From an optimization exercise on the open Yosys and OpenROAD flow, aimed at small area, a short achievable clock period and few clock cycles per item; shortcuts taken in it are not production practice.
In this exercise RTL edits were held to simulation tests only and were not proved equivalent to the original.

## design/flow/run.sh

```bash
#!/bin/bash
# synth_recipe.tcl (not shown) runs the flow's synth.tcl, then flattens the netlist and writes it again
# the make line also repeats each setting of config.mk as NAME=value (left out here)
make -C /OpenROAD-flow-scripts/flow DESIGN_CONFIG=/design/flow/config.mk WORK_HOME=/design/flow/orfs CLKGATE_MAP_FILE= SYNTH_SCRIPT=/design/flow/synth_recipe.tcl finish
```

## design/flow/config.mk

```make
export PLATFORM = sky130hd
export DESIGN_NAME = pattern_encoder
export DESIGN_NICKNAME = pattern_encoder
export VERILOG_FILES = /design/flow/design.v
export SDC_FILE = /design/flow/constraint.sdc
export NUM_CORES = 4
export LEC_CHECK = 0
export CAP_MARGIN = 20
export CORE_MARGIN = 2
export CORE_UTILIZATION = 40
export SLEW_MARGIN = 20
```

## design/flow/constraint.sdc

```tcl
create_clock -name core_clock -period 7.0 [get_ports {clk}]
set_input_delay 1.4000 -clock core_clock [delete_from_list [all_inputs] [get_ports {clk}]]
set_output_delay 1.4000 -clock core_clock [all_outputs]
set_load 0.01 [all_outputs]
```

## design/flow/design.v

```verilog
module pattern_encoder #(
    parameter int INDEX_WIDTH = 32,
    parameter int ADDR_WIDTH  = 48,
    parameter int DATA_WIDTH  = 64
) (
    input  logic                   clk,
    input  logic                   rst,
    input  logic                   start,
    input  logic [ADDR_WIDTH-1:0]  start_addr,
    input  logic                   index_push,
    input  logic [INDEX_WIDTH-1:0] row,
    input  logic [INDEX_WIDTH-1:0] col,
    output logic                   index_stall,
    input  logic                   finish,
    output logic                   wr_req,
    input  logic                   wr_stall,
    output logic [ADDR_WIDTH-1:0]  wr_addr,
    output logic [DATA_WIDTH-1:0]  wr_data,
    output logic                   done,
    output logic [ADDR_WIDTH-1:0]  word_count
);
    localparam int IW = INDEX_WIDTH;
    localparam int VW = IW + 1;              
    localparam int LW = 6;                   
    localparam int CW = 2 * (1 + LW) + IW + VW;    
    localparam int GW = 8;                   
    localparam int BW = DATA_WIDTH - 1 + CW;       
    localparam int HW = 8;                   
    function automatic logic [LW-1:0] bitlen(input logic [VW-1:0] v);
        logic [LW-1:0] n;
        n = '0;
        for (int i = 0; i < VW; i++)
            if (v[i]) n = LW'(i + 1);
        bitlen = n;
    endfunction
    logic active_q;           
    logic first_q;            
    logic started_q;          
    logic          s0_v_q, s0_f_q;
    logic [IW-1:0] s0_row_q, s0_col_q;
    logic [IW-1:0] pr_q, pc_q;
    logic          s1_row_q, s1_col_q, s1_end_q;
    logic [IW-1:0] s1_vr_q;
    logic [LW-1:0] s1_wr_q, s1_sa_q;
    logic [VW-1:0] s1_vc_q;
    logic [LW-1:0] s1_wc_q;
    logic          s2_v_q, s2_end_q;
    logic [CW-1:0] s2_code_q;
    logic [6:0]    s2_len_q;
    logic [BW-1:0]         buf_q;
    logic [GW-1:0]         fill_q;
    logic                  fl_q;         
    logic                  wr_req_q, done_q;
    logic [ADDR_WIDTH-1:0] addr_q, cnt_q;
    logic adv1, adv2, pack, s1_v;
    logic take_pair, take_fin, s0_go;
    assign pack = s2_v_q && (fill_q[7:6] == 2'b00);
    assign adv2 = !s2_v_q || (fill_q[7:6] == 2'b00);
    assign s1_v = s1_row_q || s1_col_q;
    assign adv1 = !s1_v || adv2;
    assign s0_go = (s0_v_q || s0_f_q) && adv1;
    assign index_stall = s0_v_q && !adv1;
    assign take_pair   = index_push && !index_stall;
    assign take_fin    = finish && !index_stall;
    logic          row_up;
    logic [IW-1:0] vr;
    logic [VW-1:0] vc;
    logic [LW-1:0] wr, wc;
    logic          n1_row, n1_col, n1_end;
    assign row_up = s0_row_q != pr_q;
    assign vr     = s0_row_q - pr_q;
    assign vc     = (row_up || first_q) ? {1'b0, s0_col_q} + VW'(1)
                                        : {1'b0, s0_col_q - pc_q};
    assign wr     = bitlen({1'b0, vr});
    assign wc     = bitlen(vc);
    assign n1_row = s0_v_q ? row_up : s0_f_q;
    assign n1_col = s0_v_q;
    assign n1_end = !s0_v_q && s0_f_q;
    logic [CW-1:0] code1, code2, code;
    logic [6:0]    len;
    assign code1 = CW'({s1_vr_q, s1_wr_q, s1_row_q});
    assign code2 = s1_col_q ? CW'({s1_vc_q, s1_wc_q, 1'b0}) : '0;
    assign code  = code1 | (code2 << s1_sa_q);
    assign len   = 7'(s1_sa_q) + (s1_col_q ? 7'(s1_wc_q) + 7'd7 : 7'd0);
    logic [HW-1:0] h;
    logic          fl, wr_next, done_next;
    logic [GW-1:0] fill_next;
    logic [BW-1:0] base, app;
    assign h         = HW'(fill_q) + (pack ? HW'(s2_len_q) : '0);
    assign fl        = fl_q || (pack && s2_end_q);
    assign wr_next   = !wr_stall && ((h[7:6] != 2'b00) || (fl && h != '0));
    assign done_next = wr_next && fl && (h <= HW'(DATA_WIDTH));
    assign fill_next = !wr_next ? h
                     : (h[7:6] != 2'b00) ? {1'b0, h[7], h[5:0]} : '0;
    assign base      = wr_req_q ? (buf_q >> DATA_WIDTH) : buf_q;
    assign app       = pack ? (BW'(s2_code_q) << fill_q[5:0]) : '0;
    always_ff @(posedge clk or posedge rst) begin
        if (rst) begin
            active_q  <= 1'b0;
            first_q   <= 1'b0;
            started_q <= 1'b0;
            s0_v_q    <= 1'b0;
            s0_f_q    <= 1'b0;
            s1_row_q  <= 1'b0;
            s1_col_q  <= 1'b0;
            s1_end_q  <= 1'b0;
            s2_v_q    <= 1'b0;
            s2_end_q  <= 1'b0;
            fill_q    <= '0;
            fl_q      <= 1'b0;
            wr_req_q  <= 1'b0;
            done_q    <= 1'b0;
            cnt_q     <= '0;
            buf_q     <= '0;
        end else begin
            started_q <= start;
            if (start) begin
                active_q <= 1'b1;
                first_q  <= 1'b1;
                cnt_q    <= '0;
            end else begin
                if (done_next) active_q <= 1'b0;
                if (s0_go && s0_v_q) first_q <= 1'b0;
                if (wr_next) cnt_q <= cnt_q + ADDR_WIDTH'(1);
            end
            if (s0_go || !s0_v_q) s0_v_q <= take_pair;
            if (take_fin)                 s0_f_q <= 1'b1;
            else if (s0_go && !s0_v_q)    s0_f_q <= 1'b0;
            if (adv1) begin
                s1_row_q <= s0_go && n1_row;
                s1_col_q <= s0_go && n1_col;
                s1_end_q <= n1_end;
            end
            if (adv2) begin
                s2_v_q   <= s1_v;
                s2_end_q <= s1_end_q;
            end
            fill_q   <= fill_next;
            fl_q     <= fl && !done_next;
            wr_req_q <= wr_next;
            done_q   <= done_next;
            buf_q    <= base | app;
        end
    end
    always_ff @(posedge clk) begin
        if (start) begin
            s0_row_q <= '0;
        end else if (take_pair) begin
            s0_row_q <= row;
        end
        if (take_pair) s0_col_q <= col;
        if (started_q) begin
            pr_q <= s0_row_q;
        end else if (s0_go && s0_v_q) begin
            pr_q <= s0_row_q;
            pc_q <= s0_col_q;
        end
        if (adv1 && s0_go) begin
            s1_vr_q <= vr;
            s1_wr_q <= wr;
            s1_sa_q <= n1_row ? wr + LW'(7) : '0;
            s1_vc_q <= vc;
            s1_wc_q <= wc;
        end
        if (adv2 && s1_v) begin
            s2_code_q <= code;
            s2_len_q  <= len;
        end
        if (start)         addr_q <= start_addr;
        else if (wr_req_q) addr_q <= addr_q + ADDR_WIDTH'(DATA_WIDTH / 8);
    end
    assign wr_req     = wr_req_q;
    assign wr_addr    = addr_q;
    assign wr_data    = buf_q[DATA_WIDTH-1:0];
    assign done       = done_q;
    assign word_count = cnt_q;
endmodule
```

==> results of run 1 <==
## final cells by class
type,count,area (µm²)
Tap cell,1155,1450
Clock buffer,88,1860
Fill cell,8308,46000
Antenna cell,2,5.00
Timing Repair Buffer,319,3120
Multi-Input combinational cell,2625,17900
Sequential cell,554,15300
Clock inverter,34,373
Inverter,138,522
## registers in the layout, indices dropped and copies added (netlist names), 33 cells and up
signal	cells
addr_q	48
buf_q	142
cnt_q	48
s1_vc_q	33
s2_code_q	79
## metrics by stage
| step | utilization | cell area, µm² |
|---|---|---|
| 3_5_place_dp | 0.442 | 38200 |
| 5_1_grt | 0.468 | 40500 |
| 4_1_cts | 0.468 | 40400 |
| 3_3_place_gp | 0.442 | 38200 |
| 6_report | 0.468 | 40500 |
| 2_1_floorplan | - | 34800 |
## synth_stat cells, types with 37 or more instances
master and count:
buf_1 50, o21ai_0 230, nand3_1 96, nor2_1 305, mux2_2 66, ha_1 80, a21o_1 48, inv_1 133
mux2i_1 210, and2_1 45, a31oi_1 71, xor2_1 89, xnor2_1 79, o2bb2ai_1 40, dfrtp_1 210, nand2_1 465
and3_1 48, edfxtp_1 312, buf_4 64, a21oi_1 169, nand4_1 37, mux4_2 66, clkbuf_1 143, o21bai_1 43
## worst max-delay path by stage
stage / endpoint / from
CTS: index_stall / s1_col_q$_DFFE_PP0P_
global placement: s1_sa_q[2]$_SDFFCE_PN0P_ / s0_row_q[0]$_SDFFE_PP0P_
global route: s1_sa_q[4]$_SDFFCE_PN0P_ / s0_row_q[0]$_SDFFE_PP0P_
detailed placement: s1_sa_q[2]$_SDFFCE_PN0P_ / s0_row_q[0]$_SDFFE_PP0P_
floorplan: s2_code_q[0]$_DFFE_PP_ / fill_q[7]$_DFF_PP0_
finish: s1_sa_q[2]$_SDFFCE_PN0P_ / s0_row_q[0]$_SDFFE_PP0P_
## metal layers
layer / global-route usage / share of wire / vias to the layer above
li1: - / - / 13333
met1: 0.301 / 0.45 / 13278
met2: 0.350 / 0.46 / 745
met3: 0.0260 / 0.042 / 168
met4: 0.0931 / 0.040 / 0
met5: 0 / 0 / -
## logic make-up after synthesis
logic type                 share of synthesized area
AOI/OAI and AO/OA                              0.162
muxes                                          0.124
and+or+nand+nor                                0.152
adders and majority gates                     0.0310
xor gates and xnor gates                      0.0422
DFF                                            0.438
buffers and inverters                         0.0500
## cell usage in the layout, fill, tap and decap left out, types with 40 or more instances in the layout
cell type        synthesis  layout
nand3_1                 96      96
a31oi_1                 71      71
mux4_2                  66      66
ha_1                    80      80
a21oi_1                169     169
clkdlybuf4s50_1          0     279
nor2_1                 305     300
mux2_2                  66      66
o21ai_0                230     230
mux2i_1                210     210
nand2_1                465     465
and2_1                  45      45
edfxtp_1               312     312
o21bai_1                43      43
inv_1                  133     131
xnor2_1                 79      79
xor2_1                  89      89
clkbuf_16                0      69
a21o_1                  48      48
dfrtp_1                210     203
o2bb2ai_1               40      40
and3_1                  48      48
==> out/qor.yml, run 1 <==
grt_pass1_wl_um: 155000
path_delay_family: "compound AO/OA/AOI/OAI gates"
cp_slowest_cell: "a21boi_0"
grtUsageTotal: 0.219
cts-htree-levels: 3
path_clk_slew_ns: 0.06
cp_num_buf_inv: 2
rows: 108
port_buffers: 280
setup_slack_ns: 2.58
synthToLayoutAreaGrowth_pct: 16.1
nNetsFinal: 3908
initial_core_util: 0.403
clk-insertion-delay-late_ns: 0.63
regToRegSetupSlack_ns: 2.58
start_kind: "flip-flop"
required_ns: 7.35
hold_depth: 0
yosysWarningCount: 1
post-cts-setup-buffer-count: 0
slew_headroom: 0.295
drt_iter0_markers: 2308
final.setup_skew_ns: 0.0394
hold_path_class: "reg2reg"
vias: 27524
r2r_end: "s1_sa_q[2]$_SDFFCE_PN0P_"
cap_violations: 0
fin_crit_sh: 0.631
hp-start: "s0_row_q[0]$_SDFFE_PP0P_"
cpPeakStageDelay_ns: 0.45
worstPathCellList: "inv_1, ha_1, fa_1, nor2b_1, o211ai_1, a211o_1, a21oi_1, o21bai_1, a21boi_0, a2111oi_0, a221oi_1, o2111ai_1, a21oi_1, inv_1, ha_1, xnor2_1, nor2_1"
postCtsHoldBufs: 0
ff2ff_path_depth: 17
endpoint_kind: "flip-flop"
pre_cts_slack_ns: 2.65
setup_viol: 0
routed_wl_um: 100000
final-hold-violation-count: 0
synth-seq-area-share: 0.438
holdWs_ns: 0.462
grt.overflow.total: 0
grt_setup_unrepaired: "no"
syn_inst: 3578
synth_top_area_cell: "edfxtp_1"
r2r-start: "s0_row_q[0]$_SDFFE_PP0P_"
max_freq_mhz: 226
dp_cells: 4790
syn_area_um2: 34800
cp.depth: 17
die_w_um: 299
top_level_ports: 281
synth_cell_type_count: 78
synth-edff-count: 312
ys_async_sr_fraction: 0.379
worst_pin_slew_ns: 1.06
synth_ff_type: "edfxtp_1"
die_h_um: 299
hold_end: "pr_q[0]$_DFFE_PP_"
grt_pass1_vias: 26169
cp_max_fo: 5
drive_above_1_share: 0.0870
wl_per_cell_um: 20.4
post-route-min-period_ns: 4.42
synth_nets: 3780
via_per_inst: 5.60
route.detailed.drc: 0
dp_hpwl_um: 75100
ys_seq_elements: 554
clock-root-buffer: "clkbuf_16"
syn_avg_cell_area_um2: 9.74
fp.dieArea_um2: 89500
setup_tns_ns: 0
cts_buffer_depth: 3
fp.coreArea_um2: 86500
clkSinkCount: 554
tritoncts: "yes"
antenna_found_initial: 2
arrival_ns: 4.77
fin_cells: 4915
place_congestion: 0.990
synth.top_cell.area_share: 0.269
drv_slew: 0
ant_nets: 0
cts_resized: 0
outcome: "complete, no violations"
cts_inserted_buffers: 68
synth_area_leaders: "edfxtp_1 27%, dfrtp_1 15%, mux2i_1 6.0%"
crit_type: "reg2reg"
grt_max_degree: 119
dr.pass1.iters: 6
Testbench counts, summed over its fixed seeds: cycles 16,323, items 14,352.
==> run 2: changes to the inputs <==
--- a/design/flow/design.v
+++ b/design/flow/design.v
@@ -45,7 +45,4 @@
     logic [VW-1:0] s1_vc_q;
     logic [LW-1:0] s1_wc_q;
-    logic          s2_v_q, s2_end_q;
-    logic [CW-1:0] s2_code_q;
-    logic [6:0]    s2_len_q;
     logic [BW-1:0]         buf_q;
     logic [GW-1:0]         fill_q;
@@ -53,10 +50,9 @@
     logic                  wr_req_q, done_q;
     logic [ADDR_WIDTH-1:0] addr_q, cnt_q;
-    logic adv1, adv2, pack, s1_v;
+    logic adv1, pack, s1_v;
     logic take_pair, take_fin, s0_go;
-    assign pack = s2_v_q && (fill_q[7:6] == 2'b00);
-    assign adv2 = !s2_v_q || (fill_q[7:6] == 2'b00);
     assign s1_v = s1_row_q || s1_col_q;
-    assign adv1 = !s1_v || adv2;
+    assign pack = s1_v && (fill_q[7:6] == 2'b00);
+    assign adv1 = !s1_v || (fill_q[7:6] == 2'b00);
     assign s0_go = (s0_v_q || s0_f_q) && adv1;
     assign index_stall = s0_v_q && !adv1;
@@ -77,16 +73,17 @@
     assign n1_col = s0_v_q;
     assign n1_end = !s0_v_q && s0_f_q;
-    logic [CW-1:0] code1, code2, code;
-    logic [6:0]    len;
-    assign code1 = CW'({s1_vr_q, s1_wr_q, s1_row_q});
-    assign code2 = s1_col_q ? CW'({s1_vc_q, s1_wc_q, 1'b0}) : '0;
-    assign code  = code1 | (code2 << s1_sa_q);
+    logic [IW+LW:0] code1;
+    logic [VW+LW:0] code2;
+    logic [6:0]     len, sh2;
+    assign code1 = {s1_vr_q, s1_wr_q, s1_row_q};
+    assign code2 = s1_col_q ? {s1_vc_q, s1_wc_q, 1'b0} : '0;
     assign len   = 7'(s1_sa_q) + (s1_col_q ? 7'(s1_wc_q) + 7'd7 : 7'd0);
+    assign sh2   = 7'(fill_q[5:0]) + 7'(s1_sa_q);
     logic [HW-1:0] h;
     logic          fl, wr_next, done_next;
     logic [GW-1:0] fill_next;
     logic [BW-1:0] base, app;
-    assign h         = HW'(fill_q) + (pack ? HW'(s2_len_q) : '0);
-    assign fl        = fl_q || (pack && s2_end_q);
+    assign h         = HW'(fill_q) + (pack ? HW'(len) : '0);
+    assign fl        = fl_q || (pack && s1_end_q);
     assign wr_next   = !wr_stall && ((h[7:6] != 2'b00) || (fl && h != '0));
     assign done_next = wr_next && fl && (h <= HW'(DATA_WIDTH));
@@ -94,5 +91,6 @@
                      : (h[7:6] != 2'b00) ? {1'b0, h[7], h[5:0]} : '0;
     assign base      = wr_req_q ? (buf_q >> DATA_WIDTH) : buf_q;
-    assign app       = pack ? (BW'(s2_code_q) << fill_q[5:0]) : '0;
+    assign app       = pack ? (BW'(code1) << fill_q[5:0]) | (BW'(code2) << sh2)
+                            : '0;
     always_ff @(posedge clk or posedge rst) begin
         if (rst) begin
@@ -105,6 +103,4 @@
             s1_col_q  <= 1'b0;
             s1_end_q  <= 1'b0;
-            s2_v_q    <= 1'b0;
-            s2_end_q  <= 1'b0;
             fill_q    <= '0;
             fl_q      <= 1'b0;
@@ -131,8 +127,4 @@
                 s1_col_q <= s0_go && n1_col;
                 s1_end_q <= n1_end;
-            end
-            if (adv2) begin
-                s2_v_q   <= s1_v;
-                s2_end_q <= s1_end_q;
             end
             fill_q   <= fill_next;
@@ -163,8 +155,4 @@
             s1_wc_q <= wc;
         end
-        if (adv2 && s1_v) begin
-            s2_code_q <= code;
-            s2_len_q  <= len;
-        end
         if (start)         addr_q <= start_addr;
         else if (wr_req_q) addr_q <= addr_q + ADDR_WIDTH'(DATA_WIDTH / 8);
--- a/design/flow/config.mk
+++ b/design/flow/config.mk
@@ -9,3 +9,5 @@
 export CORE_MARGIN = 2
 export CORE_UTILIZATION = 40
+export CTS_BUF_LIST = sky130_fd_sc_hd__clkbuf_4 sky130_fd_sc_hd__clkbuf_8
+export SETUP_SLACK_MARGIN = 2.5
 export SLEW_MARGIN = 20
==> run 2 against run 1 <==
Die area down 12%. Flip-flop and latch count down 88. Setup slack better by 0.13 ns. Cell count down 5.6%. Non-clock buffer count up 14. First-iteration DRC count up 0.30%. Critical path depth up 2. Global-route usage up 1.6 points. Routed wire length down 5.1%. Clock-buffer cell count up 43. Critical path type unchanged.
==> out/qor.yml, run 2 <==
outcome: "complete, no violations"
dp_hpwl_um: 69300
final_cell_mix: "384 x nand2_1, 279 x clkdlybuf4s50_1, 278 x nor2_1, 247 x o21ai_0, 226 x edfxtp_1"
drt_iter0_markers: 2315
clk-insertion-delay-late_ns: 0.71
syn_area_um2: 30700
post-route-min-period_ns: 4.28
cts_buffer_depth: 3
num-fill-cells: 7285
path_clk_slew_ns: 0.07
synth_adder_area_share: 0.0383
setup_tns_ns: 0
dr.pass1.iters: 6
start_kind: "flip-flop"
synth_area_leaders: "edfxtp_1 22%, dfrtp_1 17%, mux2i_1 5.3%"
syn_avg_cell_area_um2: 9.15
ys_seq_elements: 466
regToRegSetupSlack_ns: 2.72
cp_slowest_cell: "edfxtp_1"
holdWs_ns: 0.444
synth_xor_area_frac: 0.0533
design_area_um2: 36400
r2r_end: "cnt_q[47]$_DFFE_PP0P_"
drive_above_1_share: 0.105
final-hold-violation-count: 0
tritoncts: "yes"
hp-start: "s0_row_q[4]$_SDFFE_PP0P_"
multi_input_area_um2: 16600
ys_async_sr_fraction: 0.446
grtUsageTotal: 0.235
hold_end: "pr_q[4]$_DFFE_PP_"
hold_path_class: "reg2reg"
cap_violations: 0
setup_viol: 0
cts-htree-levels: 3
synth_top_area_cell: "edfxtp_1"
ff2ff_path_depth: 19
slew_headroom: 0.264
worst_pin_slew_ns: 1.09
synth-edff-count: 226
synth_top_family_by_area: "compound AO/OA/AOI/OAI gates"
endpoint_kind: "flip-flop"
placed_cell_area_um2: 34100
fp.dieArea_um2: 79100
synth_common_cells: "385 x nand2_1, 284 x nor2_1, 251 x o21ai_0, 226 x edfxtp_1, 222 x a21oi_1"
cp_num_buf_inv: 2
dp_cells: 4465
final.setup_skew_ns: 0.0471
grt_max_degree: 160
clkSinkCount: 466
synth.most_common_cell: "nand2_1"
arrival_ns: 4.80
synth_nets: 3567
path_delay_family: "compound AO/OA/AOI/OAI gates"
die_w_um: 281
synthToLayoutAreaGrowth_pct: 18.4
top_level_ports: 281
synth.area.mux_share: 0.0919
syn_inst: 3358
die_h_um: 281
synth_ff_type: "edfxtp_1"
fin_cells: 4638
antenna_found_initial: 2
postCtsHoldBufs: 0
grt_pass1_vias: 24176
wl_per_cell_um: 20.5
worstPathCellList: "buf_4, nor2b_1, ha_2, fa_1, and2_1, ha_1, a21o_1, a21oi_2, o21bai_1, a21oi_2, o21bai_1, a21oi_2, xor2_2, a31oi_4, buf_6, nand4_1, nor3_1, xnor2_1, nor2_1"
ant_nets: 0
yosysWarningCount: 1
final_util: 0.478
place_congestion: 0.989
via_per_inst: 5.62
regMostFlops: "buf_q"
synth.top_cell.area_share: 0.221
max_freq_mhz: 233
clock-root-buffer: "clkbuf_8"
synth_cell_type_count: 96
synth_compound_area_frac: 0.180
largest_reg_flops: 142
nNetsFinal: 3748
grt.overflow.total: 0
vias: 26074
routed_wl_um: 95000
cpPeakStageDelay_ns: 0.45
cp_common_cell: "a21oi_2"
fin_crit_sh: 0.612
port_buffers: 280
seq_area_um2: 12600
grt_setup_unrepaired: "yes"
cts_inserted_buffers: 86
grt_pass1_wl_um: 145000
cp_max_fo: 8
synth-seq-area-share: 0.411
fp.coreArea_um2: 76100
rows: 101
route.detailed.drc: 0
initial_core_util: 0.404
required_ns: 7.52
drv_slew: 0
yosys.area_share.simple: 0.167
crit_type: "reg2reg"
largestRegisters: "buf_q x142, addr_q x48, cnt_q x48"
hold_depth: 0
r2r-start: "s1_wc_q[0]$_SDFFCE_PP1P_"
final_common_cell: "nand2_1"
-- run 2: cell count changes after synthesis, moves of 27 or more --
cell	before	now
o2bb2ai_1	40	0
o22ai_1	23	69
edfxtp_1	312	226
mux2_2	66	27
mux2i_1	210	164
o21bai_1	43	12
a21oi_1	169	222
a31oi_1	71	37
inv_1	133	171
nand2_1	465	385
mux4_2	66	39
-- run 2: cell families after synthesis --
logic type,Yosys count
AND/OR/NAND/NOR,1097
AO/OA/AOI/OAI,874
flip-flops,466
buffers and inverters,415
multiplexers,230
XOR/XNOR,185
adder cells (fa/ha/maj),91
-- run 2: worst max-delay path by stage --
stage,depth (start not counted),slack [ns],end,start
2_1_floorplan,18,2.87,cnt_q[14]$_DFFE_PP0P_,s1_col_q$_DFFE_PP0N_
4_1_cts,19,2.50,cnt_q[46]$_DFFE_PP0P_,s1_wc_q[0]$_SDFFCE_PP1P_
5_1_grt,19,2.47,cnt_q[41]$_DFFE_PP0P_,s1_wc_q[0]$_SDFFCE_PP1P_
3_5_place_dp,19,2.44,cnt_q[46]$_DFFE_PP0P_,s1_wc_q[0]$_SDFFCE_PP1P_
6_report,19,2.72,cnt_q[47]$_DFFE_PP0P_,s1_wc_q[0]$_SDFFCE_PP1P_
3_3_place_gp,22,2.47,cnt_q[46]$_DFFE_PP0P_,s1_wc_q[0]$_SDFFCE_PP1P_
-- run 2: cell type report --
| type | instances | share of cell area |
|---|---|---|
| clock buffer | 131 | 0.0456 |
| inverter | 174 | 0.0181 |
| timing repair buffer | 333 | 0.0883 |
| tap | 1030 | 0.0354 |
| clock inverter | 24 | 0.00897 |
| multi-input combinational | 2478 | 0.456 |
| antenna | 2 | 0.000138 |
| sequential | 466 | 0.347 |
-- run 2: what timing repair did --
item	CTS	global route
gates resized for setup	3	40
pin swaps	0	16
cloned	0	2
setup buffers	0	14
endpoints found under the setup margin	17	53
-- run 2: routing by layer --
layer | vias up | share of wire | global-route usage
li1 | 12501 | - | -
met1 | 12471 | 0.46 | 0.339
met2 | 934 | 0.43 | 0.344
met3 | 166 | 0.066 | 0.0359
met4 | 2 | 0.044 | 0.109
met5 | - | 0.00014 | 0
-- run 2: worst register-to-register path, delay by kind of cell (launching register included) --
| kind | cells | cell delay (ns) |
|---|---|---|
| simple gates | 5 | 0.92 |
| fa+ha+maj | 3 | 0.90 |
| buf+inv | 2 | 0.36 |
| xor+xnor | 2 | 0.26 |
| compound gates | 7 | 1.22 |
| flops | 1 | 0.45 |
-- run 2: stage by stage --
step | setup WS (ns)
final | 2.72
after global routing | 2.47
after CTS | 2.50
after detailed placement | 2.44
after global placement | 2.47
after floorplan | 2.87
Testbench counts of run 2, summed over its fixed seeds: cycles 16,003, items 14,352.
==> run 3: changes to the inputs <==
--- a/design/flow/config.mk
+++ b/design/flow/config.mk
@@ -9,5 +9,4 @@
 export CORE_MARGIN = 2
 export CORE_UTILIZATION = 40
-export CTS_BUF_LIST = sky130_fd_sc_hd__clkbuf_4 sky130_fd_sc_hd__clkbuf_8
-export SETUP_SLACK_MARGIN = 2.5
+export SETUP_SLACK_MARGIN = 3.5
 export SLEW_MARGIN = 20
==> run 3 against run 2 <==
Global-route usage up 0.92 points. Clock-buffer cell count fell by 59. Cell area grew 14%. Register-to-register slack better by 0.04 ns. Still clean.
==> out/qor.yml, run 3 <==
synthToLayoutAreaGrowth_pct: 34.6
clkSinkCount: 466
start_kind: "flip-flop"
dr.pass1.iters: 6
synth_nets: 3567
syn_area_um2: 30700
grt.overflow.total: 0
fp.coreArea_um2: 76100
regMostFlops: "buf_q"
postCtsHoldBufs: 0
hp-start: "s0_row_q[23]$_SDFFE_PP0P_"
die_w_um: 281
port_buffers: 280
post-route-min-period_ns: 4.24
holdWs_ns: 0.468
yosysWarningCount: 1
worst_pin_slew_ns: 1.14
syn_inst: 3358
drv_slew: 0
route.detailed.drc: 0
crit_type: "reg2reg"
synth.most_common_cell: "nand2_1"
place_congestion: 0.985
endpoint_kind: "flip-flop"
routed_wl_um: 102000
outcome: "complete, no violations"
final_cell_mix: "345 x nand2_1, 279 x clkdlybuf4s50_1, 226 x nor2_1, 226 x edfxtp_1, 201 x dfrtp_1"
placed_cell_area_um2: 34400
grt_pass1_vias: 25582
synth-edff-count: 226
vias: 27478
design_area_um2: 41400
setup_viol: 0
synth_top_area_cell: "edfxtp_1"
path_clk_slew_ns: 0.07
via_per_inst: 5.72
drt_iter0_markers: 2326
synth_cell_type_count: 96
setup_tns_ns: 0
synth_common_cells: "385 x nand2_1, 284 x nor2_1, 251 x o21ai_0, 226 x edfxtp_1, 222 x a21oi_1"
antenna_found_initial: 2
die_h_um: 281
syn_avg_cell_area_um2: 9.15
drive_above_1_share: 0.270
multi_input_area_um2: 19700
cp_max_fo: 6
fin_crit_sh: 0.606
largestRegisters: "buf_q x142, addr_q x48, cnt_q x48"
cap_violations: 0
fp.dieArea_um2: 79100
top_level_ports: 281
wl_per_cell_um: 21.2
clk-insertion-delay-late_ns: 0.64
grt_max_degree: 165
synth.top_cell.area_share: 0.221
hold_path_class: "reg2reg"
num-fill-cells: 6825
final_common_cell: "nand2_1"
required_ns: 7.53
ys_async_sr_fraction: 0.446
ant_nets: 0
nNetsFinal: 3938
cts-htree-levels: 2
grtUsageTotal: 0.244
seq_area_um2: 12700
final-hold-violation-count: 0
largest_reg_flops: 142
max_freq_mhz: 236
initial_core_util: 0.404
arrival_ns: 4.77
pre_cts_slack_ns: 2.24
grt_setup_unrepaired: "yes"
synth_ff_type: "edfxtp_1"
setup_slack_ns: 2.76
grt_pass1_wl_um: 152000
cts_buffer_depth: 3
clock-root-buffer: "clkbuf_16"
final.setup_skew_ns: 0.0385
rows: 101
cts_inserted_buffers: 53
dp_hpwl_um: 69600
ys_seq_elements: 466
synth-seq-area-share: 0.411
r2r-start: "s1_wc_q[1]$_SDFFCE_PP0P_"
tritoncts: "yes"
slew_headroom: 0.240
synth_area_leaders: "edfxtp_1 22%, dfrtp_1 17%, mux2i_1 5.3%"
critPathLaunch: "s1_wc_q[1]$_SDFFCE_PP0P_"
[run 3: kinds of logic (layout without fill, tap and decap cells)]
kind of cell,count (synthesis),in the layout,share of synthesized area
and+or+nand+nor,1097,1099,0.167
AOI/OAI and AO/OA,874,874,0.180
DFF,466,466,0.411
buffers and inverters,415,827,0.0591
muxes,230,230,0.0919
xor gates and xnor gates,185,185,0.0533
adders and majority gates,91,91,0.0383
other,0,2,0
[run 3: metrics by stage]
stage | utilization | std cells
2_1_floorplan | - | 3358
3_3_place_gp | 0.452 | 4464
3_5_place_dp | 0.452 | 4464
4_1_cts | 0.507 | 4692
5_1_grt | 0.544 | 4803
6_report | 0.544 | 4804
[run 3: worst max-delay path, cell delays in order, from the launching register on]
cell	delay, ns
edfxtp_1	0.44
inv_2	0.10
ha_4	0.20
nor2b_4	0.14
buf_4	0.13
fa_2	0.41
and2_4	0.16
fa_2	0.37
a21oi_2	0.15
nor2_2	0.05
nor2_2	0.12
buf_4	0.13
buf_6	0.08
buf_6	0.09
o21bai_4	0.05
a21oi_2	0.17
xnor2_2	0.15
inv_2	0.07
a31oi_4	0.25
buf_6	0.19
buf_12	0.11
nand3_4	0.08
or3_4	0.40
a21oi_2	0.12
[run 3: repair_timing]
action / CTS / global route
gates resized for setup: 329 / 454
buffers inserted: 126 / 107
pin swaps: 91 / 199
setup endpoints to repair: 217 / 210
gates cloned: 4 / 2
[run 3: area by class of cell]
cell class,instances,area share
timing repair buffer,555,0.129
sequential,466,0.306
multi-input combinational,2479,0.476
inverter,174,0.0160
tap,1030,0.0312
clock inverter,26,0.00611
clock buffer,72,0.0365
antenna,2,0.000121
[run 3: final timing paths]
check                                             end  cells past startpoint  slack, ns
worst max-delay path            cnt_q[16]$_DFFE_PP0P_                     23       2.76
worst min-delay path               pr_q[23]$_DFFE_PP_                      0       0.47
worst max register to register  cnt_q[16]$_DFFE_PP0P_                     23       2.76
worst min register to register     pr_q[23]$_DFFE_PP_                      0       0.47
max in group asynchronous         fill_q[1]$_DFF_PP0_                      3       4.40
min in group asynchronous       cnt_q[22]$_DFFE_PP0P_                      2       1.16
[run 3: per-layer routing]
metal / global-route usage / vias up / routed length, µm
li1: - / 12886 / -
met4: 0.105 / 2 / 4650
met1: 0.346 / 13361 / 45100
met3: 0.0391 / 234 / 6180
met2: 0.367 / 995 / 45800
met5: 0 / - / 16
==> run 4: changes to the inputs <==
--- a/design/flow/config.mk
+++ b/design/flow/config.mk
@@ -9,4 +9,3 @@
 export CORE_MARGIN = 2
 export CORE_UTILIZATION = 40
-export SETUP_SLACK_MARGIN = 3.5
 export SLEW_MARGIN = 20
==> run 4 against run 3 <==
Critical path type unchanged. Largest cell class unchanged. Sequential share of layout area increased by 4.6 points. Clock skew shrank 0.016 ns. Still clean. Non-clock buffer count shrank 236. Core utilization fell by 7.2 points. First-iteration DRC count is 1.6% lower. Via count shrank 6.5%. Highest routed layer unchanged. Die area stayed put. Clock-buffer cell count is 8 lower. Flip-flop and latch count unchanged.
==> out/qor.yml, run 4 <==
design_area_um2: 35900
regToRegSetupSlack_ns: 2.39
cts_inserted_buffers: 52
tritoncts: "yes"
grt_setup_unrepaired: "no"
top_level_ports: 281
synth.most_common_cell: "nand2_1"
clk-insertion-delay-late_ns: 0.61
worstPathCellList: "inv_1, ha_1, nor2b_1, ha_1, a21o_1, a21o_1, xnor2_1, nor2_1, ha_1, inv_1, nor2_1, nor2_1, xnor2_1, or4_1, or3_1, nand2b_1, a31oi_1, buf_4, and3_1, and3_1, xnor2_1, nor2_1"
cp_common_cell: "nor2_1"
synth_area_leaders: "edfxtp_1 22%, dfrtp_1 17%, mux2i_1 5.3%"
drt_iter0_markers: 2288
initial_core_util: 0.404
pre_cts_slack_ns: 2.37
synth_ff_type: "edfxtp_1"
die_h_um: 281
path_delay_family: "simple AND/OR/NAND/NOR gates"
holdWs_ns: 0.472
cp_num_buf_inv: 3
cts_buffer_depth: 3
endpoint: "cnt_q[46]$_DFFE_PP0P_"
grt.overflow.total: 0
setup_viol: 0
final-hold-violation-count: 0
fp.dieArea_um2: 79100
via_per_inst: 5.63
fin_crit_sh: 0.658
ant_nets: 0
hold_path_class: "reg2reg"
route.detailed.drc: 0
endpoint_kind: "flip-flop"
synthToLayoutAreaGrowth_pct: 16.9
port_buffers: 280
critPathLaunch: "s1_wc_q[0]$_SDFFCE_PP1P_"
yosys.area_share.simple: 0.167
synth_xor_area_frac: 0.0533
routed_wl_um: 93200
multi_input_area_um2: 16400
vias: 25686
place_congestion: 1.00
synth_adder_area_share: 0.0383
syn_inst: 3358
synth-edff-count: 226
placed_cell_area_um2: 34100
start_kind: "flip-flop"
synth_top_area_cell: "edfxtp_1"
drv_slew: 0
hold_depth: 0
grt_max_degree: 166
worst_pin_slew_ns: 1.23
ys_seq_elements: 466
max_freq_mhz: 217
final_common_cell: "nand2_1"
ys_async_sr_fraction: 0.446
arrival_ns: 5.06
cp_max_fo: 13
grt_pass1_wl_um: 144000
cap_violations: 0
fin_cells: 4564
r2r-start: "s1_wc_q[0]$_SDFFCE_PP1P_"
wl_per_cell_um: 20.4
path_clk_slew_ns: 0.06
final_cell_mix: "384 x nand2_1, 281 x nor2_1, 279 x clkdlybuf4s50_1, 251 x o21ai_0, 226 x edfxtp_1"
drive_above_1_share: 0.0750
dp_hpwl_um: 69300
synth-seq-area-share: 0.411
final_util: 0.472
largest_reg_flops: 142
cp.depth: 22
slew_headroom: 0.169
syn_area_um2: 30700
synth_top_family_by_area: "compound AO/OA/AOI/OAI gates"
synth_cell_type_count: 96
fp.coreArea_um2: 76100
rows: 101
synth.area.mux_share: 0.0919
die_w_um: 281
syn_avg_cell_area_um2: 9.15
cts_resized: 0
synth_nets: 3567
ff2ff_path_depth: 22
synth_common_cells: "385 x nand2_1, 284 x nor2_1, 251 x o21ai_0, 226 x edfxtp_1, 222 x a21oi_1"
num-fill-cells: 7352
regMostFlops: "buf_q"
setup_tns_ns: 0
setup_slack_ns: 2.39
seq_area_um2: 12600
r2r_end: "cnt_q[46]$_DFFE_PP0P_"
outcome: "complete, no violations"
clkSinkCount: 466
required_ns: 7.45
cp_slowest_cell: "edfxtp_1"
grt_pass1_vias: 24050
final.setup_skew_ns: 0.0220
cts-htree-levels: 2
cpPeakStageDelay_ns: 0.44
dp_cells: 4465
clock-root-buffer: "clkbuf_16"
grtUsageTotal: 0.231
nNetsFinal: 3699
post-cts-setup-buffer-count: 0
antenna_found_initial: 2
dr.pass1.iters: 5
post-route-min-period_ns: 4.61
synth.top_cell.area_share: 0.221
crit_type: "reg2reg"
yosysWarningCount: 1
postCtsHoldBufs: 0
largestRegisters: "buf_q x142, addr_q x48, cnt_q x48"
synth_compound_area_frac: 0.180
==> run 4: cell counts after synthesis <==
No cell type changed its count.
==> run 4: logic make-up (layout without fill, tap and decap cells) <==
kind of cell | count (synthesis) | after routing
buffers and inverters | 415 | 590
AOI/OAI and AO/OA | 874 | 874
DFF | 466 | 466
and+or+nand+nor | 1097 | 1097
xor gates and xnor gates | 185 | 185
adders and majority gates | 91 | 91
muxes | 230 | 230
other | 0 | 1
==> run 4: how the worst min path moves through the flow <==
stage | start | to
global route | s0_row_q[10]$_SDFFE_PP0P_ | pr_q[10]$_DFFE_PP_
detailed placement | s0_row_q[30]$_SDFFE_PP0P_ | pr_q[30]$_DFFE_PP_
finish | s0_row_q[30]$_SDFFE_PP0P_ | pr_q[30]$_DFFE_PP_
CTS | s0_row_q[0]$_SDFFE_PP0P_ | pr_q[0]$_DFFE_PP_
floorplan | s0_row_q[0]$_SDFFE_PP0P_ | pr_q[0]$_DFFE_PP_
global placement | s0_row_q[30]$_SDFFE_PP0P_ | pr_q[30]$_DFFE_PP_
==> run 4: cell type report <==
| type | instances | share of cell area |
|---|---|---|
| antenna | 1 | 0.0000697 |
| clock inverter | 33 | 0.0106 |
| tap | 1030 | 0.0359 |
| sequential | 466 | 0.352 |
| multi-input combinational | 2477 | 0.457 |
| timing repair buffer | 319 | 0.0870 |
| clock buffer | 64 | 0.0395 |
| inverter | 174 | 0.0183 |
==> run 4: routing by layer <==
layer  vias to the layer above  part of all wire  track usage
met4                         4             0.045       0.0992
li1                      12389                 -            -
met2                       867              0.43        0.338
met3                       188             0.062       0.0379
met5                         -           0.00024            0
met1                     12238              0.46        0.337

==> separate check: timing with driven ports <==
Ports are ideal in the flow. The routed layouts listed here were re-timed in OpenROAD.
Step 1 assumes that a clkbuf_16 drives the clock port and a buf_2 every other input.
Step 2 times the ports against the registers' clock, not the clock port: input delays grow and output delays shrink by t, the midpoint of the rising clock arrivals with the driver on.
Slacks: no drivers / after step 1 / after step 2; pairs: no drivers / after step 1.
run | shift t [ns] | slack for setup (ns) | worst setup path after step 2 | worst register clock-pin slew, ns
run 1 | 0.677 | 2.583 / 2.583 / 2.583 | register to register | 0.07 / 0.07
run 2 | 0.740 | 2.715 / 2.708 / 2.715 | register to register | 0.07 / 0.07
run 3 | 0.676 | 2.758 / 2.758 / 2.758 | register to register | 0.07 / 0.07
run 4 | 0.661 | 2.392 / 2.392 / 2.392 | register to register | 0.07 / 0.07
After both steps setup and hold are still met in every run listed.
